What follows belongs to an exercise in optimizing a design on an open flow for small area, a short achievable clock period and few clock cycles per item; a production flow would make more cautious choices. RTL that was checked went through simulation tests only; none was proved equivalent to the original. For runs 1 to 4 and 6, only the layout was checked, not whether the RTL still works. Power figures rest on the tool's default switching activity, not on a simulated workload.

==> config.mk <==
export PLATFORM = sky130hd
export DESIGN_NAME = fp_add_unit
export DESIGN_NICKNAME = fp_add_unit
export VERILOG_FILES = /design/flow/design.v
export SDC_FILE = /design/flow/constraint.sdc
export NUM_CORES = 4
export LEC_CHECK = 0
export ABC_CLOCK_PERIOD_IN_PS = 2800
export CAP_MARGIN = 20
export CORE_MARGIN = 2
export CORE_UTILIZATION = 40
export SETUP_SLACK_MARGIN = 2.7
export SLEW_MARGIN = 20
==> flow/run.sh <==
#!/bin/bash
# The standard layout, with two changes passed to the ORFS scripts through
# their environment: port buffers are plain buffers instead of the resizer's
# default pick (a delay cell), and clock tree synthesis adds no dummy loads.
set -euo pipefail
export BUFFER_PORTS_ARGS="-buffer_cell sky130_fd_sc_hd__buf_2"
export CTS_ARGS="-sink_clustering_enable -repair_clock_nets -dont_use_dummy_load"
bash standard.sh > standard.log 2>&1
==> standard.sh <==
#!/bin/bash
# synth_recipe.tcl (not shown) runs the flow's synth.tcl, then flattens the netlist and writes it again
# the make line also repeats each setting of config.mk as NAME=value (left out here)
make -C /OpenROAD-flow-scripts/flow DESIGN_CONFIG=/design/flow/config.mk WORK_HOME=/design/flow/orfs CLKGATE_MAP_FILE= SYNTH_SCRIPT=/design/flow/synth_recipe.tcl "${@:-finish}"
==> constraint.sdc <==
create_clock -name core_clock -period 5.5 [get_ports {clk_i}]
set_input_delay 1.1000 -clock core_clock [delete_from_list [all_inputs] [get_ports {clk_i}]]
set_output_delay 1.1000 -clock core_clock [all_outputs]
set_load 0.01 [all_outputs]
==> design.v <==
`timescale 1ns/10ps
`timescale 1ns/10ps
`timescale 1ns/10ps
`timescale 1ns/10ps
`timescale 1ns/10ps
module fp_add_unit
(
  input  logic        clk_i,
  input  logic        rst_n_i,
  input  logic [31:0] op_a_i,
  input  logic [31:0] op_b_i,
  input  logic        op_i,
  input  logic        valid_i,
  output logic [35:0] result_o
);
  logic        sa, sb;
  logic [7:0]  ea, eb;
  logic        a_ge, e_lt;
  logic [7:0]  d_ab, d_ba;
  assign sa = op_a_i[31];
  assign sb = op_b_i[31] ^ op_i;
  assign ea = op_a_i[30:23];
  assign eb = op_b_i[30:23];
  assign a_ge = op_a_i[30:0] >= op_b_i[30:0];
  assign {e_lt, d_ab} = {1'b0, ea} - {1'b0, eb};
  assign d_ba         = eb - ea;
  logic        v1q, sign1q, sub1q, age1q, ha1q, hb1q;
  logic [7:0]  e1q, d1q;
  logic [22:0] fa1q, fb1q;
  always_ff @(posedge clk_i) begin
    if (!rst_n_i) v1q <= 1'b0;
    else          v1q <= valid_i;
    sign1q <= a_ge ? sa : sb;
    sub1q  <= sa ^ sb;
    age1q  <= a_ge;
    e1q    <= e_lt ? eb : ea;
    d1q    <= e_lt ? d_ba : d_ab;
    ha1q   <= |ea;
    hb1q   <= |eb;
    fa1q   <= op_a_i[22:0];
    fb1q   <= op_b_i[22:0];
  end
  logic [23:0] mb, ms;
  logic [24:0] y2;
  logic        sticky2;
  assign mb = age1q ? {ha1q, fa1q} : {hb1q, fb1q};
  assign ms = age1q ? {hb1q, fb1q} : {ha1q, fa1q};
  assign y2 = (d1q > 8'd24) ? 25'd0 : ({ms, 1'b0} >> d1q[4:0]);
  always_comb begin
    sticky2 = 1'b0;
    for (int j = 0; j < 24; j++)
      if (ms[j] && (d1q >= 8'(j + 2)) && (d1q <= 8'(j + 24)))
        sticky2 = 1'b1;
  end
  logic        v2q, nan2q, sign2q, sub2q, cin2q;
  logic [7:0]  e2q;
  logic [23:0] mb2q;
  logic [24:0] y2q;
  always_ff @(posedge clk_i) begin
    if (!rst_n_i) v2q <= 1'b0;
    else          v2q <= v1q;
    nan2q  <= (&e1q) & ((|mb[22:0]) | ((d1q == 8'd0) & sub1q));
    sign2q <= sign1q;
    sub2q  <= sub1q;
    e2q    <= e1q;
    mb2q   <= mb;
    y2q    <= y2 ^ {25{sub1q}};
    cin2q  <= sub1q & ~sticky2;
  end
  logic [25:0] r3;
  assign r3 = {1'b0, mb2q, cin2q} + {sub2q, y2q};
  logic        v3q, nan3q, sign3q;
  logic [7:0]  e3q;
  logic [25:0] r3q;
  always_ff @(posedge clk_i) begin
    if (!rst_n_i) v3q <= 1'b0;
    else          v3q <= v2q;
    nan3q  <= nan2q;
    sign3q <= sign2q;
    e3q    <= e2q;
    r3q    <= r3;
  end
  logic [31:0] lzin;
  logic [4:0]  lz;
  logic        carry;
  logic [24:0] n0, n1, n2, n3, n4;
  assign lzin  = {r3q[24:0], 7'h7F};
  assign carry = r3q[25];
  always_comb begin
    logic [1:0] z2 [16];
    logic [2:0] z4 [8];
    logic [3:0] z8 [4];
    logic [4:0] z16 [2];
    for (int i = 0; i < 16; i++)
      z2[i] = lzin[2*i+1] ? 2'd0 : lzin[2*i] ? 2'd1 : 2'd2;
    for (int i = 0; i < 8; i++)
      z4[i] = z2[2*i+1][1] ? {z2[2*i][1], ~z2[2*i][1], z2[2*i][0]}
                           : {1'b0, z2[2*i+1]};
    for (int i = 0; i < 4; i++)
      z8[i] = z4[2*i+1][2] ? {z4[2*i][2], ~z4[2*i][2], z4[2*i][1:0]}
                           : {1'b0, z4[2*i+1]};
    for (int i = 0; i < 2; i++)
      z16[i] = z8[2*i+1][3] ? {z8[2*i][3], ~z8[2*i][3], z8[2*i][2:0]}
                            : {1'b0, z8[2*i+1]};
    lz = z16[1][4] ? {1'b1, z16[0][3:0]} : z16[1][4:0];
  end
  assign n0 = lz[4] ? {r3q[8:0], 16'd0} : r3q[24:0];
  assign n1 = lz[3] ? {n0[16:0], 8'd0} : n0;
  assign n2 = lz[2] ? {n1[20:0], 4'd0} : n1;
  assign n3 = lz[1] ? {n2[22:0], 2'd0} : n2;
  assign n4 = lz[0] ? {n3[23:0], 1'd0} : n3;
  logic        special, zero, ovf, unf, bw;
  logic [7:0]  el;
  assign special  = &e3q;
  assign zero     = r3q == 26'd0;
  assign ovf      = carry & (e3q == 8'd254);
  assign {bw, el} = {1'b0, e3q} - {4'd0, lz};
  assign unf      = ~carry & (bw | (el == 8'd0));
  logic        v4q, sign4q, nan4q, ovf4q, unf4q, eone4q, ezero4q, fkill4q;
  logic [7:0]  e4q;
  logic [22:0] f4q;
  always_ff @(posedge clk_i) begin
    if (!rst_n_i) v4q <= 1'b0;
    else          v4q <= v3q;
    sign4q  <= sign3q & ~nan3q & (special | ~zero);
    nan4q   <= nan3q;
    ovf4q   <= ~special & ~zero & ovf;
    unf4q   <= ~special & ~zero & unf;
    eone4q  <= special | (~zero & ovf);
    ezero4q <= ~special & (zero | unf);
    fkill4q <= special | zero | ovf | unf;
    e4q     <= carry ? e3q + 8'd1 : el;
    f4q     <= carry ? r3q[24:2] : n4[23:1];
  end
  logic [7:0]  e_o;
  logic [22:0] f_o;
  assign e_o = eone4q ? 8'hFF : ezero4q ? 8'h00 : e4q;
  assign f_o = {nan4q | (~fkill4q & f4q[22]), fkill4q ? 22'd0 : f4q[21:0]};
  assign result_o = {v4q, sign4q, e_o, f_o, ovf4q, unf4q, nan4q};
endmodule
==> results of run 1 <==
==> placed cells by master (no fill, tap or decap), types with 7 or more instances in the layout <==
master,n
mux2_2,53
nor2b_1,28
nor4_1,12
nand3_1,22
nand4_1,8
o21a_1,14
o21bai_1,8
a21oi_1,63
inv_1,63
xor2_1,21
ha_1,64
o211ai_1,10
a22oi_1,8
mux4_2,7
o21ai_1,13
mux2i_1,86
xnor2_1,39
buf_4,58
nor2_1,78
nor3_1,14
buf_2,103
dfxtp_4,16
nand2_1,83
nand2b_1,12
clkbuf_16,23
o21ai_0,69
a31oi_1,11
a21o_1,34
dfxtp_1,178
a22o_1,10
and4_1,7
dfxtp_2,12
o22ai_1,10
==> worst max-delay path, stage by stage (launching register included) <==
cell,delay (ns)
dfxtp_4,0.34
or4_4,0.56
nor2_4,0.16
buf_4,0.20
a2111oi_4,0.10
buf_12,0.14
ha_4,0.15
fa_2,0.34
inv_1,0.06
a21oi_1,0.06
o21bai_1,0.21
xnor2_1,0.18
nand4bb_1,0.15
a2111o_1,0.42
nor2_1,0.09
==> cells by family (layout without fill, tap and decap cells) <==
group           Yosys count  count (layout)  synth area share, %
other cells               0               2                    0
simple gates            315             315                 13.8
fa+ha+maj                74              74                 8.25
compound gates          317             319                 18.1
buf+inv                 137             261                 5.23
flops                   206             206                 35.6
mux                     151             151                 14.5
xor+xnor                 60              60                 4.54
==> power by group through the flow <==
stage / combinational, W / clock [W] / sequential, W
5_1_grt: 0.00367 / 0.00136 / 0.00236
2_1_floorplan: 0.00227 / 0 / 0.00206
4_1_cts: 0.00325 / 0.00131 / 0.00229
6_report: 0.00340 / 0.00127 / 0.00231
3_3_place_gp: 0.00282 / 0 / 0.00231
3_5_place_dp: 0.00280 / 0 / 0.00233
==> per-stage QoR <==
stage / std cells / utilization, % / hold slack, ns / setup WS (ns) / cell area (µm²)
after floorplan: 1260 / - / 0.310 / 2.36 / 11700
after global placement: 1687 / 43.3 / 0.311 / 1.60 / 12400
after detailed placement: 1687 / 43.3 / 0.313 / 1.42 / 12400
after CTS: 1759 / 47.6 / 0.327 / 2.31 / 13600
after global routing: 1772 / 48.5 / 0.334 / 2.18 / 13900
final: 1772 / 48.5 / 0.323 / 2.28 / 13900
==> final timing paths <==
check / slack [ns] / to / startpoint
hold / removal: 0.32 / sign2q$_DFF_P_ / sign1q$_DFF_P_
hold reg to reg: 0.32 / sign2q$_DFF_P_ / sign1q$_DFF_P_
setup reg to reg: 2.28 / unf4q$_DFF_P_ / r3q[20]$_DFF_P_
setup / recovery: 2.28 / unf4q$_DFF_P_ / r3q[20]$_DFF_P_
==> what timing repair did <==
action	CTS	global route
gates cloned	2	1
setup endpoints to repair	49	40
resized for setup	76	30
hold endpoints to repair	0	0
buffers inserted	47	10
pin swaps	30	18
==> state kept, by name, summed over array words and instances (netlist names), 8 cells and up <==
register  count
e1q           8
e2q           8
d1q           8
e3q           8
f4q          23
r3q          26
mb2q         24
fb1q         23
y2q          25
fa1q         23
e4q           8
==> cell type report <==
| type | count | area [µm²] | share of cell area (%) |
|---|---|---|---|
| Tap cell | 384 | 480 | 3.46 |
| Inverter | 67 | 254 | 1.83 |
| Timing Repair Buffer | 171 | 1130 | 8.15 |
| Clock buffer | 23 | 576 | 4.15 |
| Sequential cell | 206 | 4200 | 30.3 |
| Antenna cell | 2 | 5.00 | 0.0361 |
| Multi-Input combinational cell | 919 | 7230 | 52.1 |
==> per-layer routing <==
layer  up-vias  share of wire, %
li1       4775                 -
met1      4565                43
met2       338                48
met3       102               4.3
met4         0               5.0
met5         -                 0
==> metrics.md, run 1 <==
| Metric | Value |
|---|---|
| Grt met2 use | `36.2%` |
| Leak | `6.02 nW` |
| Port buffer count | `103` |
| Max Cap Violations | `0` |
| Wire per inst | `between 15 and 20 µm` |
| Syn-to-layout area delta | `19.7%` |
| Vias in the first global route | `roughly 9500` |
| Die Width | `around 170 µm` |
| Avg Synthesized Cell Area | `9.19 µm²` |
| Min cycle time layout | `3.22 ns` |
| Ratio of cells with drive above 1 in the final layout | `25.8%` |
| Flop pwr share | `approximately 33%` |
| Clk sinks | `206` |
| Net Sw Frac | `39.6%` |
| First-pass iteration count of the detailed router | `5` |
| 1st-iter DRT viols | `809` |
| Mapped Area | `between 0.01 and 0.015 mm²` |
| Area contributors post-synth | `dfxtp_1 (36%), mux2i_1 (7.7%), ha_1 (7.6%)` |
| Worst path required time | `5.92 ns` |
| Async SR Flop Fraction | `0%` |
| HPWL Detailed | `24.7 mm` |
| Final setup viols | `0` |
| First-pass GRT wire length | `51.3 mm` |
| Fmax | `310 MHz` |
| TritonCTS buffer count | `23` |
| CTS tree | `done` |
| Register area share after synthesis | `roughly 36%` |
| Routed Antenna Nets | `0` |
| Net Count, Synth | `1402` |
| Worst slew margin relative to its limit | `between 20% and 30%` |
| Starting Density | `40.5%` |
| Hold Crit Class | `flip-flop to flip-flop` |
| Vias | `between 9000 and 10000` |
| Max VDD drop | `about 0.00021 V` |
| Initial antenna violation count | `2` |
| Post-synthesis cell count | `1260` |
| Met1 usage | `between 20% and 30%` |
| Via/cell ratio | `roughly 5.5` |
| Status | `no timing/DRC/antenna violations` |
| Startpoint Class | `flip-flop` |
| Int Power | `0.00422 W` |
| Die height | `around 170 µm` |
| Psw | `0.00277 W` |
| Synthesized flop and latch total | `206` |
| Worst setup path class | `flip-flop to flip-flop` |
| Main synth FF type | `dfxtp_1` |
| Ports | `104` |
| Endpoint class of the critical path | `flip-flop` |
| M3 GR Usage | `2.84%` |
| Clock Tree Root | `clkbuf_16` |
| Final setup TNS | `0 ns` |
| FP Rows | `a little over 60` |
| Clock power frac | `18.2%` |
| # fillers | `2768` |
| Clock Tree Buf Depth | `3` |
| Die ar. | `0.0303 mm²` |
| GRT Overall Usage | `21.1%` |
| Arr. time, crit path | `3.64 ns` |
| EDFF count, synth | `0` |
| Reg2Reg Depth | `14` |
| # DRC | `0` |
| GRT overflow | `0` |
| Fin crit share | `between 50 and 60%` |
| Core ar. | `0.0286 mm²` |
| Final hold vios | `0` |
| Total power | `0.00698 W` |
| Post-Route WL | `33.1 mm` |
| Syn. warnings | `5` |
| Fin. max-slew vios | `0` |
| Skew final | `0.0608 ns` |
| Worst slew pin tran | `1.06 ns` |
| Comb pwr share | `between 40% and 50%` |
| Clk slew on worst S/H paths | `0.06 ns` |
| Pwr/cell area | `504 mW/mm²` |
| Pin count of the biggest net entering global routing | `57` |
| Hold-fix buffers, CTS | `0` |
| Max Fanout on Critical Path | `10` |
| GRT busiest layer | `met2` |
| Post-synth cell types | `80` |
| H-tree levels | `1` |
| Routability-driven placement congestion ratio | `0.950` |
| Most frequent cells after synthesis | `dfxtp_1 (206), mux2i_1 (89), nand2_1 (84), nor2_1 (80), o21ai_0 (73)` |
| Synth area leader | `dfxtp_1` |
| Final #Nets | `1530` |
| Clock latency on the worst-skew pair | `0.53 ns` |
| Most common cell in the netlist | `dfxtp_1` |
| WHS Path Cells | `0` |
| RSZ-0062 raised after global routing | `true` |
| Area share of the leading cell type in the synthesized netlist | `35.6%` |
==> run 2: changes to the inputs <==
==> flow/run.sh (replaced) <==
#!/bin/bash
# The standard layout, with two changes passed to the ORFS scripts through
# their environment: port buffers are plain buffers instead of the resizer's
# default pick (a delay cell), and clock tree synthesis adds no dummy loads.
set -euo pipefail
export BUFFER_PORTS_ARGS="-buffer_cell sky130_fd_sc_hd__buf_1"
export CTS_ARGS="-sink_clustering_enable -repair_clock_nets -dont_use_dummy_load -sink_clustering_size 40 -buf_list \"sky130_fd_sc_hd__clkbuf_8\""
bash standard.sh > standard.log 2>&1
==> run 2 against run 1 <==
  * Still clean on timing, DRC and antenna
  * Combinational power decreased by 2%
  * Register-to-register slack improved by 0.04 ns
  * Clock-buffer cell count increased by 14
  * Critical path type unchanged
==> metrics.md, run 2 <==
| Metric | Value |
|---|---|
| Multi-input gate area | `around 0.0073 mm²` |
| Max Cap Violations | `0` |
| Die Width | `174 µm` |
| Main synth FF type | `dfxtp_1` |
| Worst path required time | `5.95 ns` |
| Reg2Reg Depth | `15` |
| Initial antenna violation count | `0` |
| Min-delay src | `e2q[6]$_DFF_P_` |
| Ratio of cells with drive above 1 in the final layout | `a little under a fifth` |
| Most frequent cells in the layout | `dfxtp_1 (179), buf_1 (103), mux2i_1 (84), nand2_1 (83), nor2_1 (76)` |
| # fillers | `2796` |
| Pin count of the biggest net entering global routing | `57` |
| Status | `no timing/DRC/antenna violations` |
| Arr. time, crit path | `3.63 ns` |
| Worst slew margin relative to its limit | `32.7%` |
| Worst slew pin tran | `just over 1 ns` |
| Endpoint class of the critical path | `flip-flop` |
| Syn-to-layout area delta | `17.7%` |
| Routed Antenna Nets | `0` |
| Vias in the first global route | `9495` |
| Die ar. | `0.0303 mm²` |
| Largest reg by FF count | `r3q` |
| Via/cell ratio | `5.47` |
| Placed Area | `0.0123 mm²` |
| Final #Nets | `1530` |
| R2R Setup Slk | `approximately 2.3 ns` |
| Largest regs | `r3q: 26 flops, y2q: 25 flops, mb2q: 24 flops` |
| HPWL Detailed | `24.9 mm` |
| Post-synthesis cell count | `1260` |
| Clock Tree Root | `clkbuf_8` |
| Fin crit share | `57.8%` |
| FP Rows | `62` |
| First-pass GRT wire length | `51.7 mm` |
| Commonest non-fill, non-tap cell in the layout | `dfxtp_1` |
| Async SR Flop Fraction | `0%` |
| TritonCTS buffer count | `37` |
| Fmax | `315 MHz` |
| Post-Route WL | `about 33 mm` |
| WHS Path Cells | `0` |
| Starting Density | `slightly above 40%` |
| Port buffer count | `about 100` |
| Pwr/cell area | `498 mW/mm²` |
| Buffers & Inverters on Critical Path | `3` |
| RSZ-0062 raised after global routing | `true` |
| Avg Synthesized Cell Area | `9.19 µm²` |
| Post-synth cell types | `80` |
| Clock latency on the worst-skew pair | `0.53 ns` |
| GRT overflow | `0` |
| RR Startpoint | `r3q[8]$_DFF_P_` |
| Hold Crit Class | `flip-flop to flip-flop` |
| Startpoint Class | `flip-flop` |
| Max VDD drop | `0.000191 V` |
| Area contributors post-synth | `dfxtp_1 (36%), mux2i_1 (7.7%), ha_1 (7.6%)` |
| Clock Tree Buf Depth | `3` |
| Register area | `0.00420 mm²` |
| Max FFs per register | `26` |
| Min cycle time layout | `3.18 ns` |
| Net Count, Synth | `roughly 1400` |
| Most frequent cells after synthesis | `dfxtp_1 (206), mux2i_1 (89), nand2_1 (84), nor2_1 (80), o21ai_0 (73)` |
| # DRC | `0` |
| Crit-path slowest cell | `a2111o_1` |
| Mapped Area | `0.0116 mm²` |
| Register area share after synthesis | `35.6%` |
| Final setup TNS | `0 ns` |
| Post-Layout Inst Area | `0.0136 mm²` |
| Final setup viols | `0` |
| Max Fanout on Critical Path | `7` |
| # diodes | `0` |
| Area share of the leading cell type in the synthesized netlist | `35.6%` |
| Syn. warnings | `5` |
| GRT Overall Usage | `21.4%` |
| Clk slew on worst S/H paths | `around 0.06 ns` |
| Final hold vios | `0` |
| CP cell instances | `nor4_4 -> and2_4 -> a21oi_2 -> a21oi_4 -> a2111oi_4 -> buf_12 -> ha_4 -> fa_2 -> inv_2 -> a21oi_1 -> o21bai_2 -> buf_4 -> a211o_1 -> a2111o_1 -> nor2_1` |
| Leak | `5.65 nW` |
| Fin. max-slew vios | `0` |
| Hold endpoint | `e3q[6]$_DFF_P_` |
| Ports | `104` |
| Vias | `9688` |
| Delay-heaviest family, CP | `compound AO/OA/AOI/OAI gates` |
| Die height | `about 170 µm` |
| Worst setup path class | `flip-flop to flip-flop` |
| First-pass iteration count of the detailed router | `5` |
| Slowest stage delay, CP | `between 0.4 and 0.5 ns` |
| H-tree levels | `2` |
| Synth area leader | `dfxtp_1` |
| 1st-iter DRT viols | `692` |
| Skew final | `0.0417 ns` |
| Wire per inst | `about 19 µm` |
| Core ar. | `0.0286 mm²` |
| Synthesized flop and latch total | `206` |
| EDFF count, synth | `0` |
| Routability-driven placement congestion ratio | `0.919` |
| FF-to-FF End | `unf4q$_DFF_P_` |
| CTS tree | `done` |
| Clk sinks | `a little over 200` |
| Most common cell in the netlist | `dfxtp_1` |
run 2: cell counts after synthesis:
Identical to the previous run, type by type.
run 2: timing repair:
item,4_1_cts,5_1_grt
hold buffers,0,0
buffers inserted,28,14
pin swaps,16,19
gates resized for setup,61,53
gates cloned,3,1
endpoints found under the setup margin,40,26
run 2: cells by family after synthesis:
logic type	count (synthesis)	share of synthesized area, %
AO/OA/AOI/OAI	317	18.1
XOR/XNOR	60	4.54
adder cells (fa/ha/maj)	74	8.25
buffers and inverters	137	5.23
flip-flops	206	35.6
multiplexers	151	14.5
AND/OR/NAND/NOR	315	13.8
run 2: cell type report:
| type | count | share of cell area [%] |
|---|---|---|
| Clock buffer | 37 | 3.74 |
| Timing Repair Buffer | 157 | 6.76 |
| Sequential cell | 206 | 30.8 |
| Inverter | 67 | 1.86 |
| Tap cell | 384 | 3.52 |
| Multi-Input combinational cell | 919 | 53.3 |
run 2: how the worst max path moves through the flow:
stage / end / slack (ns) / start / cells after the start
2_1_floorplan: unf4q$_DFF_P_ / 2.36 / r3q[22]$_DFF_P_ / 16
3_3_place_gp: unf4q$_DFF_P_ / 1.58 / r3q[2]$_DFF_P_ / 14
3_5_place_dp: unf4q$_DFF_P_ / 1.53 / r3q[1]$_DFF_P_ / 14
4_1_cts: unf4q$_DFF_P_ / 2.34 / r3q[20]$_DFF_P_ / 15
5_1_grt: unf4q$_DFF_P_ / 2.19 / r3q[22]$_DFF_P_ / 15
6_report: unf4q$_DFF_P_ / 2.32 / r3q[8]$_DFF_P_ / 15
run 2: power breakdown:
| part | leakage (nW) | internal (W) | switching (W) |
|---|---|---|---|
| sequential | 1.74 | 0.00191 | 0.000413 |
| combinational | 3.65 | 0.00149 | 0.00183 |
| clock | 0.266 | 0.000591 | 0.000545 |
run 2: worst reg2reg max path: stages (launching register included):
cell and delay, ns:
dfxtp_4 0.43, nor4_4 0.05, and2_4 0.18, a21oi_2 0.19
a21oi_4 0.08, a2111oi_4 0.36, buf_12 0.15, ha_4 0.12
fa_2 0.20, inv_2 0.04, a21oi_1 0.17, o21bai_2 0.13
buf_4 0.15, a211o_1 0.30, a2111o_1 0.45, nor2_1 0.10
run 2: metrics by stage:
step	setup slack [ns]	utilization [%]	total power (W)	hold WS, ns	cells
floorplan	2.36	-	0.00433	0.310	1260
global placement	1.58	42.8	0.00511	0.312	1687
detailed placement	1.53	42.8	0.00510	0.312	1687
CTS	2.34	46.3	0.00658	0.324	1755
global route	2.19	47.6	0.00723	0.332	1770
finish	2.32	47.6	0.00679	0.324	1770
run 2: metal layers:
layer | vias up | track usage [%] | wire length [µm]
met5 | - | 0 | 0
met4 | 0 | 8.82 | 1350
met3 | 85 | 3.98 | 1570
met2 | 317 | 36.7 | 16200
met1 | 4529 | 26.4 | 14300
li1 | 4757 | - | -
==> run 3: changes to the inputs <==
--- a/design.v
+++ b/design.v
@@ -110,11 +110,15 @@
   assign n3 = lz[1] ? {n2[22:0], 2'd0} : n2;
   assign n4 = lz[0] ? {n3[23:0], 1'd0} : n3;
-  logic        special, zero, ovf, unf, bw;
+  logic        special, zero, ovf, unf;
   logic [7:0]  el;
+  logic [24:0] emask;
   assign special  = &e3q;
   assign zero     = r3q == 26'd0;
   assign ovf      = carry & (e3q == 8'd254);
-  assign {bw, el} = {1'b0, e3q} - {4'd0, lz};
-  assign unf      = ~carry & (bw | (el == 8'd0));
+  assign el       = e3q - {3'd0, lz};
+  always_comb
+    for (int i = 0; i < 25; i++)
+      emask[i] = e3q >= 8'(25 - i);
+  assign unf = ~carry & ~|(r3q[24:0] & emask);
   logic        v4q, sign4q, nan4q, ovf4q, unf4q, eone4q, ezero4q, fkill4q;
   logic [7:0]  e4q;
==> run 3 against run 2 <==
  * Maximum frequency down 2.3%
  * Die area is 2.5% higher
  * Cell area is 0.67% higher
  * First-iteration DRC count up 12%
  * Sequential cell count unchanged
  * Synthesized cell count is 7.6% higher
  * Largest power group unchanged
  * Power grew 3.0%
==> metrics.md, run 3 <==
| Metric | Value |
|---|---|
| Status | `no timing/DRC/antenna violations` |
| CP cell instances | `or4_4 -> nor2_8 -> nand2_4 -> a311oi_2 -> nand2_1 -> nand3_4 -> inv_4 -> ha_4 -> xor2_1 -> nor2_1 -> ha_1 -> a21oi_2 -> o21bai_1 -> a21oi_2 -> o21bai_1 -> a21oi_1 -> xnor2_1` |
| Crit-path slowest cell | `or4_4` |
| Arr. time, crit path | `around 3.7 ns` |
| Commonest non-fill, non-tap cell in the layout | `dfxtp_1` |
| Final #Nets | `1604` |
| GRT overflow | `0` |
| H-tree levels | `2` |
| HPWL Detailed | `about 24 mm` |
| Net Count, Synth | `1499` |
| # DRC | `0` |
| Max VDD drop | `0.000204 V` |
| Synth area leader | `dfxtp_1` |
| Register area share after synthesis | `34.7%` |
| 1st-iter DRT viols | `approximately 780` |
| Number of cells on the critical path | `17` |
| Mapped Area | `0.0119 mm²` |
| Largest regs | `r3q: 26 flops, y2q: 25 flops, mb2q: 24 flops` |
| Met2 routed WL | `15.7 mm` |
| EDFF count, synth | `0` |
| Most frequent cells in the layout | `dfxtp_1 (186), nand2_1 (116), buf_1 (101), nor2_1 (87), o21ai_0 (85)` |
| Vias in the first global route | `9582` |
| Fmax | `308 MHz` |
| Post-Route WL | `32.6 mm` |
| Final setup TNS | `0 ns` |
| WHS Path Cells | `0` |
| Ratio of cells with drive above 1 in the final layout | `16.8%` |
| Area share of the leading cell type in the synthesized netlist | `34.7%` |
| Max FFs per register | `26` |
| First-pass iteration count of the detailed router | `5` |
| Worst setup path class | `flip-flop to flip-flop` |
| Ports | `104` |
| CTS tree | `done` |
| Worst slew margin relative to its limit | `45.0%` |
| Port buffer count | `approximately 100` |
| Total power | `0.00699 W` |
| Met1 wire length | `14.3 mm` |
| Startpoint Class | `flip-flop` |
| TritonCTS buffer count | `36` |
| WL met3 | `1.42 mm` |
| Syn. warnings | `5` |
| Final hold vios | `0` |
| Reg2Reg Depth | `17` |
| Max Fanout on Critical Path | `6` |
| Buffers & Inverters on Critical Path | `1` |
| Final setup viols | `0` |
| Min cycle time layout | `3.25 ns` |
| Die height | `around 180 µm` |
| Slowest stage delay, CP | `0.58 ns` |
| Max Cap Violations | `0` |
| Leak | `roughly 5.7 nW` |
| Worst path required time | `between 5 and 6 ns` |
| Most frequent cells after synthesis | `dfxtp_1 (206), nand2_1 (116), o21ai_0 (91), nor2_1 (90), a21oi_1 (83)` |
| Clk sinks | `206` |
| Skew final | `0.0431 ns` |
| RSZ-0062 raised after global routing | `true` |
| Clock Tree Root | `clkbuf_8` |
| Syn-to-layout area delta | `15.6%` |
| Starting Density | `40.4%` |
| Async SR Flop Fraction | `0%` |
| Avg Synthesized Cell Area | `8.76 µm²` |
| # diodes | `0` |
| Top sig layer | `met4` |
| Post-synthesis cell count | `1356` |
| Post-synth cell types | `just over 70` |
| Pin count of the biggest net entering global routing | `54` |
| Routed Antenna Nets | `0` |
| Initial antenna violation count | `0` |
| Clk slew on worst S/H paths | `around 0.050 ns` |
| Vias | `10100` |
| Routability-driven placement congestion ratio | `between 0.9 and 1` |
| Main synth FF type | `dfxtp_1` |
| Die ar. | `0.0311 mm²` |
| Most common cell in the netlist | `dfxtp_1` |
| Endpoint class of the critical path | `flip-flop` |
| First-pass GRT wire length | `a little over 50 mm` |
| Wire per inst | `17.7 µm` |
| Clock latency on the worst-skew pair | `between 0.5 and 0.6 ns` |
| FP Rows | `63` |
| Largest reg by FF count | `r3q` |
| Hold Crit Class | `flip-flop to flip-flop` |
| Clock Tree Buf Depth | `3` |
| Fin. max-slew vios | `0` |
| GRT Overall Usage | `20.7%` |
| Worst slew pin tran | `about 0.82 ns` |
| Core ar. | `0.0294 mm²` |
| Pwr/cell area | `510 mW/mm²` |
| Area contributors post-synth | `dfxtp_1 (35%), ha_1 (7.5%), mux2i_1 (6.2%)` |
| Synthesized flop and latch total | `206` |
| Via/cell ratio | `between 5 and 6` |
| Fin crit share | `between 50 and 60%` |
| Delay-heaviest family, CP | `simple AND/OR/NAND/NOR gates` |
| Die Width | `176 µm` |
run 3: cell types whose count changed in the layout (fill, tap and decap cells not counted), sizes merged, moves of 7 or more:
cell | before | now
o21ai | 86 | 95
nand2b | 12 | 19
o22ai | 10 | 17
nand2 | 85 | 117
mux2i | 89 | 74
nor2b | 29 | 37
xnor2 | 39 | 48
a21oi | 70 | 84
nor2 | 81 | 91
nand3 | 22 | 15
nand4 | 8 | 15
a211oi | 6 | 13
run 3: cell type report:
| cell class | instances | area, µm² |
|---|---|---|
| repair buffers | 152 | 823 |
| fillers | 2885 | 15700 |
| clock buffers | 36 | 495 |
| well taps | 390 | 488 |
| inverters | 71 | 275 |
| repair inverters | 1 | 7.51 |
| flip-flops and latches | 206 | 4170 |
| multi-input cells | 993 | 7470 |
run 3: metrics by stage:
step	instance area, µm²	hold slack [ns]	cells	utilization, %	worst slack, ns
after floorplan	12000	0.310	1356	-	2.16
after global placement	12500	0.315	1773	42.6	1.93
after detailed placement	12500	0.312	1773	42.6	1.87
after CTS	13400	0.325	1831	45.4	2.22
after global routing	13700	0.334	1849	46.7	2.06
final	13700	0.324	1849	46.7	2.25
run 3: routing by layer:
layer / global-route usage [%] / vias to the layer above
li1: - / 5000
met1: 26.1 / 4676
met2: 35.2 / 321
met3: 2.65 / 80
met4: 9.26 / 0
met5: 0 / -
run 3: report_power, final:
group	total, W	switching [W]	internal (W)
sequential	0.00230	0.000397	0.00191
clock	0.00110	0.000528	0.000575
combinational	0.00359	0.00196	0.00163
total	0.00699	0.00289	0.00411
run 3: logic make-up after synthesis:
logic type	count (synthesis)	share of synthesized area, %
xor gates and xnor gates	63	4.65
DFF	206	34.7
muxes	141	13.3
buffers and inverters	158	5.46
AOI/OAI and AO/OA	350	18.7
adders and majority gates	75	8.15
and+or+nand+nor	363	15.0
run 3: timing repair:
item	4_1_cts	5_1_grt
setup endpoints to repair	38	37
hold buffers	0	0
pin swaps	22	28
cloned	1	1
setup buffers	21	17
gates resized for setup	47	64
run 3: path summary, 6_finish.rpt:
kind,slack [ns],from,end
worst max register to register,2.25,r3q[18]$_DFF_P_,e4q[7]$_DFF_P_
worst min register to register,0.32,sign1q$_DFF_P_,sign2q$_DFF_P_
worst min-delay path,0.32,sign1q$_DFF_P_,sign2q$_DFF_P_
worst max-delay path,2.25,r3q[18]$_DFF_P_,e4q[7]$_DFF_P_
==> run 4: changes to the inputs <==
--- a/design.v
+++ b/design.v
@@ -112,9 +112,17 @@
   logic        special, zero, ovf, unf;
   logic [7:0]  el;
+  logic [3:0]  ello;
+  logic [2:0]  elk;
+  logic [4:0]  elhi [5];
   logic [24:0] emask;
   assign special  = &e3q;
   assign zero     = r3q == 26'd0;
   assign ovf      = carry & (e3q == 8'd254);
-  assign el       = e3q - {3'd0, lz};
+  assign ello = {1'b0, e3q[2:0]} - {1'b0, lz[2:0]};
+  assign elk  = {1'b0, lz[4:3]} + {2'd0, ello[3]};
+  always_comb
+    for (int j = 0; j < 5; j++)
+      elhi[j] = e3q[7:3] - 5'(j);
+  assign el = {elhi[elk], ello[2:0]};
   always_comb
     for (int i = 0; i < 25; i++)
==> run 4 against run 3 <==
  * Hold slack worse by 0.0032 ns
  * Sequential power hardly changed
  * Sequential cell count stayed put
  * Sequential share of layout area is 1.9 points lower
  * Global-route usage is 0.30 points higher
  * Non-clock buffer count is 24 higher
  * Wire length is 5.7% higher
  * Critical path type unchanged
  * Critical endpoint is now e4q[6]$_DFF_P_
  * Largest power group unchanged
==> metrics.md, run 4 <==
| Metric | Value |
|---|---|
| Port buffer count | `103` |
| Routability-driven placement congestion ratio | `0.944` |
| Initial antenna violation count | `0` |
| Final setup TNS | `0 ns` |
| 1st-iter DRT viols | `slightly below 900` |
| Max VDD drop | `roughly 0.00016 V` |
| Arr. time, crit path | `3.73 ns` |
| Most frequent cells after synthesis | `dfxtp_1 (206), nand2_1 (124), o21ai_0 (116), nor2_1 (87), a21oi_1 (85)` |
| Area share of the leading cell type in the synthesized netlist | `33.5%` |
| RSZ-0062 raised after global routing | `true` |
| Min cycle time layout | `~3.3 ns` |
| Async SR Flop Fraction | `0%` |
| Max Cap Violations | `0` |
| HPWL Detailed | `24.9 mm` |
| Main synth FF type | `dfxtp_1` |
| Clock Tree Root | `clkbuf_8` |
| Slowest stage delay, CP | `0.40 ns` |
| Most frequent cells in the layout | `dfxtp_1 (181), nand2_1 (121), o21ai_0 (104), buf_1 (93), nor2_1 (82)` |
| Syn. warnings | `6` |
| Hold endpoint | `e3q[0]$_DFF_P_` |
| Hold-fix buffers, CTS | `0` |
| Status | `no timing/DRC/antenna violations` |
| Min-delay src | `e2q[0]$_DFF_P_` |
| Simple-Gate Fraction of Synth Area | `15.8%` |
| # DRC | `0` |
| Pin count of the biggest net entering global routing | `60` |
| Post-Route WL | `roughly 34 mm` |
| Core ar. | `slightly above 0.03 mm²` |
| Leak | `6.06 nW` |
| R2R Setup Slk | `2.17 ns` |
| Worst setup path class | `flip-flop to flip-flop` |
| Final worst slack | `2.17 ns` |
| Avg Synthesized Cell Area | `8.66 µm²` |
| Via/cell ratio | `5.59` |
| Most used cell, CP | `ha_4` |
| WHS Path Cells | `0` |
| Clock latency on the worst-skew pair | `roughly 0.54 ns` |
| Mapped Area | `0.0123 mm²` |
| Post-synthesis cell count | `~1400` |
| Post-synth cell types | `80` |
| FP Rows | `64` |
| Hold Crit Class | `flip-flop to flip-flop` |
| First-pass GRT wire length | `54.0 mm` |
| Net Count, Synth | `1577` |
| Routed Antenna Nets | `0` |
| Ports | `104` |
| Vias | `10900` |
| RR Startpoint | `r3q[6]$_DFF_P_` |
| Fin. max-slew vios | `0` |
| Fin crit share | `60.6%` |
| First-pass iteration count of the detailed router | `8` |
| Clk sinks | `206` |
| Endpoint class of the critical path | `flip-flop` |
| Commonest non-fill, non-tap cell in the layout | `dfxtp_1` |
| Main combinational cell family by area after synthesis | `compound AO/OA/AOI/OAI gates` |
| Die height | `about 180 µm` |
| Reg2Reg Depth | `18` |
| Largest regs | `r3q: 26 flops, y2q: 25 flops, mb2q: 24 flops` |
| Synthesized flop and latch total | `between 200 and 250` |
| Compound-Gate Fraction of Synth Area | `19.3%` |
| FF-to-FF End | `e4q[6]$_DFF_P_` |
| Starting Density | `40.4%` |
| Synth Area in Adders | `a little under a tenth` |
| Vias in the first global route | `just over 10000` |
| GRT overflow | `0` |
| Clk slew on worst S/H paths | `0.05 ns` |
| GRT Overall Usage | `between 20% and 30%` |
| Mux cell area share after synthesis | `12.2%` |
| # diodes | `0` |
| Register area share after synthesis | `between 30% and 40%` |
| Final setup viols | `0` |
| Max Fanout on Critical Path | `7` |
| Post-Place Worst Slack | `1.72 ns` |
| Startpoint Class | `flip-flop` |
| Syn-to-layout area delta | `19.5%` |
| Final #Nets | `1709` |
| Wire per inst | `17.7 µm` |
| Skew final | `0.0587 ns` |
| Most common cell in the netlist | `dfxtp_1` |
| CP cell instances | `nor2_4 -> o31ai_2 -> a211oi_2 -> o311ai_2 -> a311oi_2 -> nand2b_4 -> ha_4 -> a21o_1 -> a21oi_2 -> ha_4 -> ha_4 -> inv_4 -> nand4_1 -> o21ai_1 -> nand2b_1 -> a21oi_2 -> nor2_1 -> a211o_1` |
| Post-Synth XOR/XNOR Area | `under 10%` |
| Crit-path slowest cell | `a311oi_2` |
| Clock Tree Buf Depth | `3` |
| Largest reg by FF count | `r3q` |
| Worst slew pin tran | `0.767 ns` |
| Fmax | `300 MHz` |
| Worst slew margin relative to its limit | `48.5%` |
| H-tree levels | `2` |
| Synth area leader | `dfxtp_1` |
| Die Width | `179 µm` |
| CTS tree | `done` |
| EDFF count, synth | `0` |
| Area contributors post-synth | `dfxtp_1 (34%), ha_1 (8.5%), mux2i_1 (5.8%)` |
| Ratio of cells with drive above 1 in the final layout | `just over 20%` |
| Max FFs per register | `26` |
| Pwr/cell area | `roughly 460 mW/mm²` |
| TritonCTS buffer count | `35` |
| Final hold vios | `0` |
| Die ar. | `roughly 0.032 mm²` |
| # fillers | `2959` |
| Worst path required time | `between 5 and 6 ns` |
[run 4: changes by cell type after synthesis, moves of 9 or more]
| cell | change |
|---|---|
| nand3_1 | +11 |
| a22o_1 | -9 |
| o21ai_0 | +25 |
| ha_1 | +13 |
| clkbuf_1 | -21 |
| o211ai_1 | +9 |
[run 4: layout make-up]
type                            instances  area, µm²  area share (%)
Sequential cell                       206       4180            28.5
Inverter                               81        339            2.31
Tap cell                              396        495            3.37
Timing Repair Buffer                  176       1160            7.86
Clock buffer                           35        482            3.28
Multi-Input combinational cell       1053       8050            54.7
[run 4: layer usage]
| metal | track usage (%) | share of wire [%] |
|---|---|---|
| met5 | 0 | 0 |
| met4 | 9.58 | 4.4 |
| met3 | 3.23 | 5.9 |
| met2 | 35.6 | 47 |
| met1 | 26.2 | 43 |
[run 4: worst max-delay path: cells and delay by family, from the launching register on]
family,cells,cell delay [ns]
AO/OA/AOI/OAI,9,1.65
adder cells (fa/ha/maj),3,0.57
buffers and inverters,1,0.08
flip-flops,1,0.37
AND/OR/NAND/NOR,5,0.56
[run 4: metrics by stage]
| step | hold WS [ns] | util (%) | area, µm² | total power, W | std cells |
|---|---|---|---|---|---|
| final | 0.321 | 48.3 | 14700 | 0.00681 | 1947 |
| after global routing | 0.333 | 48.3 | 14700 | 0.00727 | 1947 |
| after CTS | 0.325 | 46.8 | 14200 | 0.00659 | 1927 |
| after detailed placement | 0.312 | 43.0 | 13100 | 0.00514 | 1850 |
| after global placement | 0.313 | 43.0 | 13100 | 0.00513 | 1850 |
| after floorplan | 0.310 | - | 12500 | 0.00439 | 1421 |
[run 4: power breakdown]
group          internal [W]  leakage [nW]  switching, W
registers           0.00190          1.74      0.000425
clock network      0.000561         0.252      0.000530
logic               0.00152          4.07       0.00187
total               0.00398          6.06       0.00283
[run 4: timing repair]
item                       4_1_cts  5_1_grt
gates resized for setup         89       91
setup endpoints to repair       34       48
setup buffers                   40       19
pin swaps                       24       30
gates cloned                     2        1
[run 4: cells by family after synthesis]
family | after synthesis
and+or+nand+nor | 393
AOI/OAI and AO/OA | 375
DFF | 206
buffers and inverters | 163
muxes | 136
adders and majority gates | 89
xor gates and xnor gates | 59
[run 4: worst max path at each step]
stage / cells past startpoint / end / slack, ns / startpoint
floorplan: 18 / e4q[6]$_DFF_P_ / 2.17 / r3q[22]$_DFF_P_
global placement: 17 / e4q[6]$_DFF_P_ / 1.75 / r3q[22]$_DFF_P_
detailed placement: 17 / e4q[6]$_DFF_P_ / 1.72 / r3q[22]$_DFF_P_
CTS: 18 / e4q[6]$_DFF_P_ / 2.22 / r3q[2]$_DFF_P_
global route: 18 / e4q[6]$_DFF_P_ / 2.02 / r3q[5]$_DFF_P_
finish: 18 / e4q[6]$_DFF_P_ / 2.17 / r3q[6]$_DFF_P_
==> run 5: changes to the inputs <==
--- a/design.v
+++ b/design.v
@@ -112,17 +112,24 @@
   logic        special, zero, ovf, unf;
   logic [7:0]  el;
-  logic [3:0]  ello;
-  logic [2:0]  elk;
-  logic [4:0]  elhi [5];
+  logic [2:0]  ello [8];
+  logic [7:0]  elbw;
+  logic [4:0]  elhi [4];
+  logic [4:0]  elhi1 [4];
   logic [24:0] emask;
   assign special  = &e3q;
   assign zero     = r3q == 26'd0;
   assign ovf      = carry & (e3q == 8'd254);
-  assign ello = {1'b0, e3q[2:0]} - {1'b0, lz[2:0]};
-  assign elk  = {1'b0, lz[4:3]} + {2'd0, ello[3]};
-  always_comb
-    for (int j = 0; j < 5; j++)
-      elhi[j] = e3q[7:3] - 5'(j);
-  assign el = {elhi[elk], ello[2:0]};
+  always_comb begin
+    for (int k = 0; k < 8; k++) begin
+      ello[k] = e3q[2:0] - 3'(k);
+      elbw[k] = e3q[2:0] < 3'(k);
+    end
+    for (int j = 0; j < 4; j++) begin
+      elhi[j]  = e3q[7:3] - 5'(j);
+      elhi1[j] = e3q[7:3] - 5'(j + 1);
+    end
+  end
+  assign el[2:0] = ello[lz[2:0]];
+  assign el[7:3] = elbw[lz[2:0]] ? elhi1[lz[4:3]] : elhi[lz[4:3]];
   always_comb
     for (int i = 0; i < 25; i++)
==> run 5 against run 4 <==
  * Still clean
  * Non-clock buffer count fell by 18
  * Utilization fell by 1.8 points
  * Critical path depth fell by 9
  * Clock-buffer cell count rose by 1
  * Final cell count rose by 3.7%
  * Combinational power rose by 1%
  * Hold slack got worse by 0.0036 ns
  * Sequential cell count did not move
  * Largest cell class unchanged
==> metrics.md, run 5 <==
| Metric | Value |
|---|---|
| Register area share after synthesis | `between 30% and 40%` |
| RR Startpoint | `r3q[19]$_DFF_P_` |
| GRT Overall Usage | `21.1%` |
| Final setup viols | `0` |
| Arr. time, crit path | `3.33 ns` |
| Placed Area | `between 0.01 and 0.015 mm²` |
| Most frequent cells after synthesis | `dfxtp_1 (206), nand2_1 (137), nor2_1 (122), o21ai_0 (106), a21oi_1 (104)` |
| WHS Path Cells | `0` |
| Hold WS | `0.318 ns` |
| Clock latency on the worst-skew pair | `about 0.54 ns` |
| Clock Tree Root | `clkbuf_8` |
| Pwr/cell area | `approximately 470 mW/mm²` |
| Die height | `182 µm` |
| Fin crit share | `52.8%` |
| Status | `no timing/DRC/antenna violations` |
| Final hold vios | `0` |
| HPWL Detailed | `~27 mm` |
| Min cycle time layout | `2.91 ns` |
| Vias in the first global route | `approximately 11000` |
| Avg Synthesized Cell Area | `8.39 µm²` |
| FP Rows | `65` |
| Startpoint Class | `flip-flop` |
| CTS tree | `done` |
| Routability-driven placement congestion ratio | `0.997` |
| Net Count, Synth | `1671` |
| EDFF count, synth | `0` |
| Largest regs | `r3q: 26 flops, y2q: 25 flops, mb2q: 24 flops` |
| Starting Density | `between 40 and 50%` |
| # DRC | `0` |
| Leak | `around 6 nW` |
| Total power | `0.00689 W` |
| Die ar. | `0.0333 mm²` |
| Skew final | `0.0597 ns` |
| Synth area leader | `dfxtp_1` |
| Initial antenna violation count | `0` |
| FF-to-FF End | `e4q[4]$_DFF_P_` |
| Clock Tree Buf Depth | `3` |
| Commonest non-fill, non-tap cell in the layout | `dfxtp_1` |
| RSZ-0062 raised after global routing | `true` |
| Core ar. | `around 0.031 mm²` |
| Max Cap Violations | `0` |
| Clk slew on worst S/H paths | `0.06 ns` |
| Async SR Flop Fraction | `0%` |
| Most frequent cells in the layout | `dfxtp_1 (185), nand2_1 (136), nor2_1 (116), buf_1 (102), a21oi_1 (98)` |
| GRT overflow | `0` |
| # diodes | `0` |
| Max FFs per register | `26` |
| Hold endpoint | `nan3q$_DFF_P_` |
| Min-delay src | `nan2q$_DFF_P_` |
| Synthesized flop and latch total | `between 200 and 250` |
| Via/cell ratio | `5.68` |
| First-pass GRT wire length | `about 57 mm` |
| Die Width | `182 µm` |
| Worst setup path class | `flip-flop to flip-flop` |
| Post-synthesis cell count | `1517` |
| Post-Place Worst Slack | `1.77 ns` |
| R2R Setup Slk | `around 2.6 ns` |
| Ratio of cells with drive above 1 in the final layout | `around 15%` |
| Post-Layout Inst Area | `~0.015 mm²` |
| Most common cell in the netlist | `dfxtp_1` |
| Final #Nets | `1774` |
| Port buffer count | `103` |
| Largest reg by FF count | `r3q` |
| Clk sinks | `206` |
| Max VDD drop | `0.000202 V` |
| Fmax | `around 340 MHz` |
| Area contributors post-synth | `dfxtp_1 (32%), ha_1 (8.2%), mux2_2 (5.9%)` |
| First-pass iteration count of the detailed router | `6` |
| TritonCTS buffer count | `36` |
| Routed Antenna Nets | `0` |
| Hold Crit Class | `flip-flop to flip-flop` |
| Worst slew margin relative to its limit | `51.2%` |
| Vias | `between 10000 and 15000` |
| Final worst slack | `2.59 ns` |
| Final setup TNS | `0 ns` |
| Wire per inst | `approximately 18 µm` |
| Post-Route WL | `36.4 mm` |
| Fin. max-slew vios | `0` |
| H-tree levels | `2` |
| Mapped Area | `0.0127 mm²` |
| Main synth FF type | `dfxtp_1` |
| Hold-fix buffers, CTS | `0` |
| Post-synth cell types | `85` |
| 1st-iter DRT viols | `1044` |
| Syn-to-layout area delta | `15.0%` |
| Ports | `104` |
| Reg2Reg Depth | `9` |
| Syn. warnings | `8` |
| Worst path required time | `approximately 6 ns` |
| Endpoint class of the critical path | `flip-flop` |
| Max Fanout on Critical Path | `6` |
| Pin count of the biggest net entering global routing | `67` |
| Worst slew pin tran | `0.726 ns` |
| Area share of the leading cell type in the synthesized netlist | `between 30 and 40%` |
[run 5: cell types whose count changed after synthesis, moves of 9 or more]
cell,before,now
a22o_1,0,10
o21ai_0,116,106
mux2i_1,71,60
o211ai_1,15,5
a21oi_1,85,104
nor2_1,87,122
clkbuf_1,40,70
nand2_1,124,137
a21o_1,32,41
buf_2,15,5
[run 5: worst max-delay path, stage by stage (launching register included)]
cell,delay (ns)
dfxtp_4,0.37
or4_4,0.59
nor2_8,0.16
nand2_8,0.07
o311a_4,0.41
a311oi_4,0.37
nand2_2,0.13
a41o_1,0.20
a2111o_1,0.40
a2bb2oi_2,0.14
[run 5: per-layer routing]
metal	GRT usage (%)	vias to the layer above	share of wire, %	routed length, µm
li1	-	5586	-	-
met1	26.8	5255	43	15600
met2	35.3	508	46	16800
met3	3.37	132	6.2	2260
met4	9.61	0	4.7	1730
met5	0	-	0	0
[run 5: worst max-delay path by stage]
stage	end	slack, ns	start
after floorplan	sign1q$_DFF_P_	2.52	op_b_i[1]
final	e4q[4]$_DFF_P_	2.59	r3q[19]$_DFF_P_
after global placement	e4q[5]$_DFF_P_	1.85	r3q[21]$_DFF_P_
after detailed placement	e4q[5]$_DFF_P_	1.77	r3q[21]$_DFF_P_
after CTS	e4q[4]$_DFF_P_	2.60	r3q[20]$_DFF_P_
after global routing	e4q[4]$_DFF_P_	2.53	r3q[19]$_DFF_P_
[run 5: through the flow]
step                cells  util, %
floorplan            1517        -
global placement     1939     42.5
detailed placement   1939     42.5
CTS                  1993     45.3
global route         2020     46.5
finish               2020     46.5
[run 5: cell families after synthesis]
kind of cell / synth area share, %
compound gates: 20.7
xor+xnor: 4.34
fa+ha+maj: 8.71
buf+inv: 5.54
flops: 32.4
mux: 11.4
simple gates: 16.9
[run 5: area by class of cell]
class                      count  area (µm²)
clock buffer                  36         495
fill                        3123       16800
inverter                      80         318
multi-input combinational   1138        8270
sequential                   206        4160
tap                          402         503
timing repair buffer         158         882
[run 5: report_power, final]
group | switching [W] | total (W) | internal [W]
sequential | 0.000456 | 0.00235 | 0.00189
combinational | 0.00192 | 0.00344 | 0.00152
clock | 0.000531 | 0.00111 | 0.000575
total | 0.00290 | 0.00689 | 0.00399
[run 5: timing repair]
action / 4_1_cts / 5_1_grt
gates cloned: 1 / 1
endpoints found under the setup margin: 43 / 47
gates resized for setup: 54 / 52
setup buffers: 17 / 26
pin swaps: 14 / 27
==> run 6: changes to the inputs <==
--- a/design.v
+++ b/design.v
@@ -69,22 +69,14 @@
   end
   logic [25:0] r3;
-  assign r3 = {1'b0, mb2q, cin2q} + {sub2q, y2q};
-  logic        v3q, nan3q, sign3q;
-  logic [7:0]  e3q;
-  logic [25:0] r3q;
-  always_ff @(posedge clk_i) begin
-    if (!rst_n_i) v3q <= 1'b0;
-    else          v3q <= v2q;
-    nan3q  <= nan2q;
-    sign3q <= sign2q;
-    e3q    <= e2q;
-    r3q    <= r3;
-  end
+  logic [24:0] xa, xb, lt, lk, lh;
   logic [31:0] lzin;
-  logic [4:0]  lz;
-  logic        carry;
-  logic [24:0] n0, n1, n2, n3, n4;
-  assign lzin  = {r3q[24:0], 7'h7F};
-  assign carry = r3q[25];
+  logic [4:0]  lzh;
+  assign xa = {mb2q, cin2q};
+  assign xb = y2q;
+  assign r3 = {1'b0, xa} + {sub2q, xb};
+  assign lt = xa ^ xb;
+  assign lk = ~(xa | xb);
+  assign lh = ~(lt ^ {lk[23:0], 1'b0});
+  assign lzin = {lh, 7'h7F};
   always_comb begin
     logic [1:0] z2 [16];
@@ -103,33 +95,36 @@
       z16[i] = z8[2*i+1][3] ? {z8[2*i][3], ~z8[2*i][3], z8[2*i][2:0]}
                             : {1'b0, z8[2*i+1]};
-    lz = z16[1][4] ? {1'b1, z16[0][3:0]} : z16[1][4:0];
+    lzh = z16[1][4] ? {1'b1, z16[0][3:0]} : z16[1][4:0];
   end
-  assign n0 = lz[4] ? {r3q[8:0], 16'd0} : r3q[24:0];
-  assign n1 = lz[3] ? {n0[16:0], 8'd0} : n0;
-  assign n2 = lz[2] ? {n1[20:0], 4'd0} : n1;
-  assign n3 = lz[1] ? {n2[22:0], 2'd0} : n2;
-  assign n4 = lz[0] ? {n3[23:0], 1'd0} : n3;
+  logic        v3q, nan3q, sign3q;
+  logic [7:0]  e3q;
+  logic [25:0] r3q;
+  logic [4:0]  lz3q;
+  always_ff @(posedge clk_i) begin
+    if (!rst_n_i) v3q <= 1'b0;
+    else          v3q <= v2q;
+    nan3q  <= nan2q;
+    sign3q <= sign2q;
+    e3q    <= e2q;
+    r3q    <= r3;
+    lz3q   <= sub2q ? lzh : 5'd0;
+  end
+  logic        carry, fix;
+  logic [24:0] n0, n1, n2, n3, n4;
+  assign carry = r3q[25];
+  assign n0 = lz3q[4] ? {r3q[8:0], 16'd0} : r3q[24:0];
+  assign n1 = lz3q[3] ? {n0[16:0], 8'd0} : n0;
+  assign n2 = lz3q[2] ? {n1[20:0], 4'd0} : n1;
+  assign n3 = lz3q[1] ? {n2[22:0], 2'd0} : n2;
+  assign n4 = lz3q[0] ? {n3[23:0], 1'd0} : n3;
+  assign fix = ~n4[24];
   logic        special, zero, ovf, unf;
-  logic [7:0]  el;
-  logic [2:0]  ello [8];
-  logic [7:0]  elbw;
-  logic [4:0]  elhi [4];
-  logic [4:0]  elhi1 [4];
+  logic [7:0]  el, el1;
   logic [24:0] emask;
-  assign special  = &e3q;
-  assign zero     = r3q == 26'd0;
-  assign ovf      = carry & (e3q == 8'd254);
-  always_comb begin
-    for (int k = 0; k < 8; k++) begin
-      ello[k] = e3q[2:0] - 3'(k);
-      elbw[k] = e3q[2:0] < 3'(k);
-    end
-    for (int j = 0; j < 4; j++) begin
-      elhi[j]  = e3q[7:3] - 5'(j);
-      elhi1[j] = e3q[7:3] - 5'(j + 1);
-    end
-  end
-  assign el[2:0] = ello[lz[2:0]];
-  assign el[7:3] = elbw[lz[2:0]] ? elhi1[lz[4:3]] : elhi[lz[4:3]];
+  assign special = &e3q;
+  assign zero    = r3q == 26'd0;
+  assign ovf     = carry & (e3q == 8'd254);
+  assign el      = e3q - {3'd0, lz3q};
+  assign el1     = e3q - {3'd0, lz3q} - 8'd1;
   always_comb
     for (int i = 0; i < 25; i++)
@@ -149,6 +144,6 @@
     ezero4q <= ~special & (zero | unf);
     fkill4q <= special | zero | ovf | unf;
-    e4q     <= carry ? e3q + 8'd1 : el;
-    f4q     <= carry ? r3q[24:2] : n4[23:1];
+    e4q     <= carry ? e3q + 8'd1 : fix ? el1 : el;
+    f4q     <= carry ? r3q[24:2] : fix ? n4[22:0] : n4[23:1];
   end
   logic [7:0]  e_o;
==> run 6 against run 5 <==
  * Clock skew is 0.014 ns lower
  * Wire length shrank 3.2%
  * Critical path depth grew 1
  * Sequential power shrank 2%
  * Hold slack improved by 0.0019 ns
  * Maximum frequency up 6.1%
  * Clock power rose by 5%
  * Setup slack improved by 0.17 ns
  * Synthesized cell count increased by 2.9%
  * Combinational power up 3%
  * Die area grew 4.6%
  * Cell area increased by 2.9%
==> metrics.md, run 6 <==
| Metric | Value |
|---|---|
| Post-synthesis cell count | `1561` |
| Most frequent cells after synthesis | `dfxtp_1 (211), nand2_1 (135), inv_1 (120), o21ai_0 (120), ha_1 (98)` |
| GRT Overall Usage | `19.4%` |
| Routed Antenna Nets | `0` |
| First-pass iteration count of the detailed router | `6` |
| Status | `no timing/DRC/antenna violations` |
| Synth area leader | `dfxtp_1` |
| Async SR Flop Fraction | `0%` |
| Syn. warnings | `5` |
| Starting Density | `40.7%` |
| Fmax | `365 MHz` |
| Post-Route WL | `35.2 mm` |
| Commonest non-fill, non-tap cell in the layout | `dfxtp_1` |
| Port buffer count | `103` |
| Endpoint class of the critical path | `flip-flop` |
| Buffers & Inverters on Critical Path | `2` |
| Slowest stage delay, CP | `0.53 ns` |
| Hold-fix buffers, CTS | `0` |
| CTS tree | `done` |
| Area contributors post-synth | `dfxtp_1 (32%), ha_1 (9.2%), mux2i_1 (7.1%)` |
| Placed Instances | `2032` |
| Fin. max-slew vios | `0` |
| # diodes | `0` |
| Most frequent cells in the layout | `dfxtp_1 (203), nand2_1 (134), inv_1 (116), o21ai_0 (116), buf_1 (103)` |
| Hold Crit Class | `flip-flop to flip-flop` |
| Most common cell in the netlist | `dfxtp_1` |
| Die ar. | `0.0348 mm²` |
| Register area share after synthesis | `31.7%` |
| Wire per inst | `16.8 µm` |
| Crit-path slowest cell | `mux4_2` |
| Clock latency on the worst-skew pair | `0.54 ns` |
| Mapped Area | `0.0133 mm²` |
| # fillers | `~3300` |
| Die Width | `186 µm` |
| Skew final | `0.0460 ns` |
| Post-Layout Inst Area | `0.0151 mm²` |
| Startpoint Class | `flip-flop` |
| Max VDD drop | `0.000193 V` |
| Clk sinks | `211` |
| Non-filler cells, final | `2092` |
| Final setup viols | `0` |
| Arr. time, crit path | `3.13 ns` |
| TritonCTS buffer count | `39` |
| Min cycle time layout | `2.74 ns` |
| 1st-iter DRT viols | `891` |
| Ratio of cells with drive above 1 in the final layout | `12.4%` |
| Delay-heaviest family, CP | `multiplexers` |
| Vias in the first global route | `10800` |
| H-tree levels | `2` |
| Register area | `0.00424 mm²` |
| Largest regs | `r3q: 26 flops, y2q: 25 flops, mb2q: 24 flops` |
| Avg Synthesized Cell Area | `around 8.5 µm²` |
| First-pass GRT wire length | `55.8 mm` |
| Via/cell ratio | `5.40` |
| # DRC | `0` |
| Die height | `around 190 µm` |
| Post-synth cell types | `68` |
| CP cell instances | `buf_12 -> mux2_2 -> mux4_2 -> a2bb2oi_2 -> o311a_4 -> buf_12 -> nor4_4 -> xor2_1 -> o21ai_1 -> xor2_1` |
| Worst path required time | `5.89 ns` |
| Vias | `11300` |
| Syn-to-layout area delta | `13.0%` |
| Clock Tree Buf Depth | `3` |
| Max FFs per register | `26` |
| Max Fanout on Critical Path | `10` |
| Synthesized flop and latch total | `211` |
| Worst setup path class | `flip-flop to flip-flop` |
| Main synth FF type | `dfxtp_1` |
| Pwr/cell area | `467 mW/mm²` |
| Routability-driven placement congestion ratio | `0.972` |
| Pin count of the biggest net entering global routing | `59` |
| Fin crit share | `between 40% and 50%` |
| Largest reg by FF count | `r3q` |
| Final hold vios | `0` |
| Worst slew margin relative to its limit | `29.8%` |
| EDFF count, synth | `0` |
| RSZ-0062 raised after global routing | `true` |
| HPWL Detailed | `26.2 mm` |
| Clock Tree Root | `clkbuf_8` |
| Final #Nets | `1822` |
| Final setup TNS | `0 ns` |
| Leak | `6.38 nW` |
| Core ar. | `0.0327 mm²` |
| Final worst slack | `2.76 ns` |
| Multi-input gate area | `0.00842 mm²` |
| GRT overflow | `0` |
| Area share of the leading cell type in the synthesized netlist | `a little under a third` |
| Initial antenna violation count | `0` |
| Clk slew on worst S/H paths | `0.05 ns` |
| Worst slew pin tran | `between 1 and 1.5 ns` |
| Post-Place Worst Slack | `2.04 ns` |
| Max Cap Violations | `0` |
| Placed Area | `around 0.014 mm²` |
| Ports | `104` |
| Net Count, Synth | `around 1700` |
| FP Rows | `66` |
==> run 6: cell types whose count changed after synthesis, sizes merged, moves of 11 or more <==
cell    delta
inv       +41
xor2      +14
nor2      -37
ha        +15
clkbuf    -13
a21oi     -11
mux2i     +34
xnor2     +20
nand2b    +18
==> run 6: worst paths after layout <==
kind	startpoint	endpoint	slack (ns)	cells past startpoint
worst max-delay path	lz3q[4]$_SDFF_PN0_	e4q[5]$_DFF_P_	2.76	10
worst min-delay path	e2q[0]$_DFF_P_	e3q[0]$_DFF_P_	0.32	0
worst max register to register	lz3q[4]$_SDFF_PN0_	e4q[5]$_DFF_P_	2.76	10
worst min register to register	e2q[0]$_DFF_P_	e3q[0]$_DFF_P_	0.32	0
==> run 6: kinds of logic after synthesis <==
family,Yosys count,synth area share [%]
AOI/OAI and AO/OA,350,15.8
buffers and inverters,212,6.40
xor gates and xnor gates,97,6.38
muxes,178,15.0
DFF,211,31.7
adders and majority gates,102,9.81
and+or+nand+nor,411,14.9
==> run 6: timing repair <==
item	in CTS	in global routing
buffers inserted	4	12
gates resized for setup	29	43
gates cloned	1	4
pin swaps	0	6
setup endpoints to repair	50	27
==> run 6: area by class of cell <==
type / count / share of cell area (%)
clock buffers: 39 / 3.57
inverters: 122 / 3.12
multi-input cells: 1138 / 55.9
flip-flops and latches: 211 / 28.2
well taps: 442 / 3.67
repair buffers: 139 / 5.48
repair inverters: 1 / 0.0332
==> run 6: power breakdown <==
group          leakage (nW)  switching [W]  internal [W]
Sequential             1.78       0.000390       0.00191
Combinational          4.33        0.00196       0.00159
Clock                 0.280       0.000553      0.000621
==> run 6: per-stage QoR <==
| stage | hold WS [ns] | utilization, % | total power [W] |
|---|---|---|---|
| 3_5_place_dp | 0.313 | 42.8 | 0.00555 |
| 3_3_place_gp | 0.315 | 42.8 | 0.00551 |
| 5_1_grt | 0.323 | 46.0 | 0.00755 |
| 4_1_cts | 0.319 | 44.9 | 0.00681 |
| 6_report | 0.320 | 46.0 | 0.00703 |
| 2_1_floorplan | 0.310 | - | 0.00472 |
==> run 6: routing by layer <==
| metal | GRT usage [%] | up-vias | routed length [µm] |
|---|---|---|---|
| li1 | - | 5579 | - |
| met1 | 25.7 | 5201 | 16000 |
| met2 | 32.2 | 432 | 16100 |
| met3 | 2.88 | 81 | 1970 |
| met4 | 7.20 | 0 | 1150 |
| met5 | 0 | - | 0 |

==> what the ideal ports hide <==
No port has a modelled driver above. Below, the same layouts with a new extraction and two added sets of constraints. Step 1 (the two cells are an assumption about what drives the block):
set clk [get_ports {clk_i}]
set_driving_cell -lib_cell sky130_fd_sc_hd__clkbuf_16 $clk
set_driving_cell -lib_cell sky130_fd_sc_hd__buf_2 [delete_from_list [all_inputs] $clk]
Step 2 also shifts input and output timing later by t, the mid clock arrival at the registers, as if the neighbouring blocks saw the same clock. Three values: ideal, step 1, step 2; two values: the first two.
| run | shift t [ns] | setup slack, ns | worst hold slack (ns) | worst register clock-pin slew, ns |
|---|---|---|---|---|
| run 1 | 0.550 | 2.279 / 2.279 / 2.279 | 0.323 / 0.323 / 0.323 | 0.06 / 0.06 |
| run 2 | 0.552 | 2.323 / 2.323 / 2.309 | 0.324 / 0.324 / 0.324 | 0.06 / 0.06 |
| run 3 | 0.551 | 2.250 / 2.250 / 2.250 | 0.324 / 0.324 / 0.324 | 0.06 / 0.06 |
| run 4 | 0.555 | 2.167 / 2.167 / 2.102 | 0.321 / 0.321 / 0.321 | 0.06 / 0.06 |
| run 5 | 0.555 | 2.594 / 2.594 / 2.236 | 0.318 / 0.318 / 0.318 | 0.06 / 0.06 |
| run 6 | 0.558 | 2.760 / 2.760 / 2.335 | 0.320 / 0.320 / 0.320 | 0.06 / 0.06 |
After both steps every run listed still meets setup and hold. The setup slack of run 6, which loses most, moves by 0.000 ns with the drivers and by -0.425 ns with both steps.
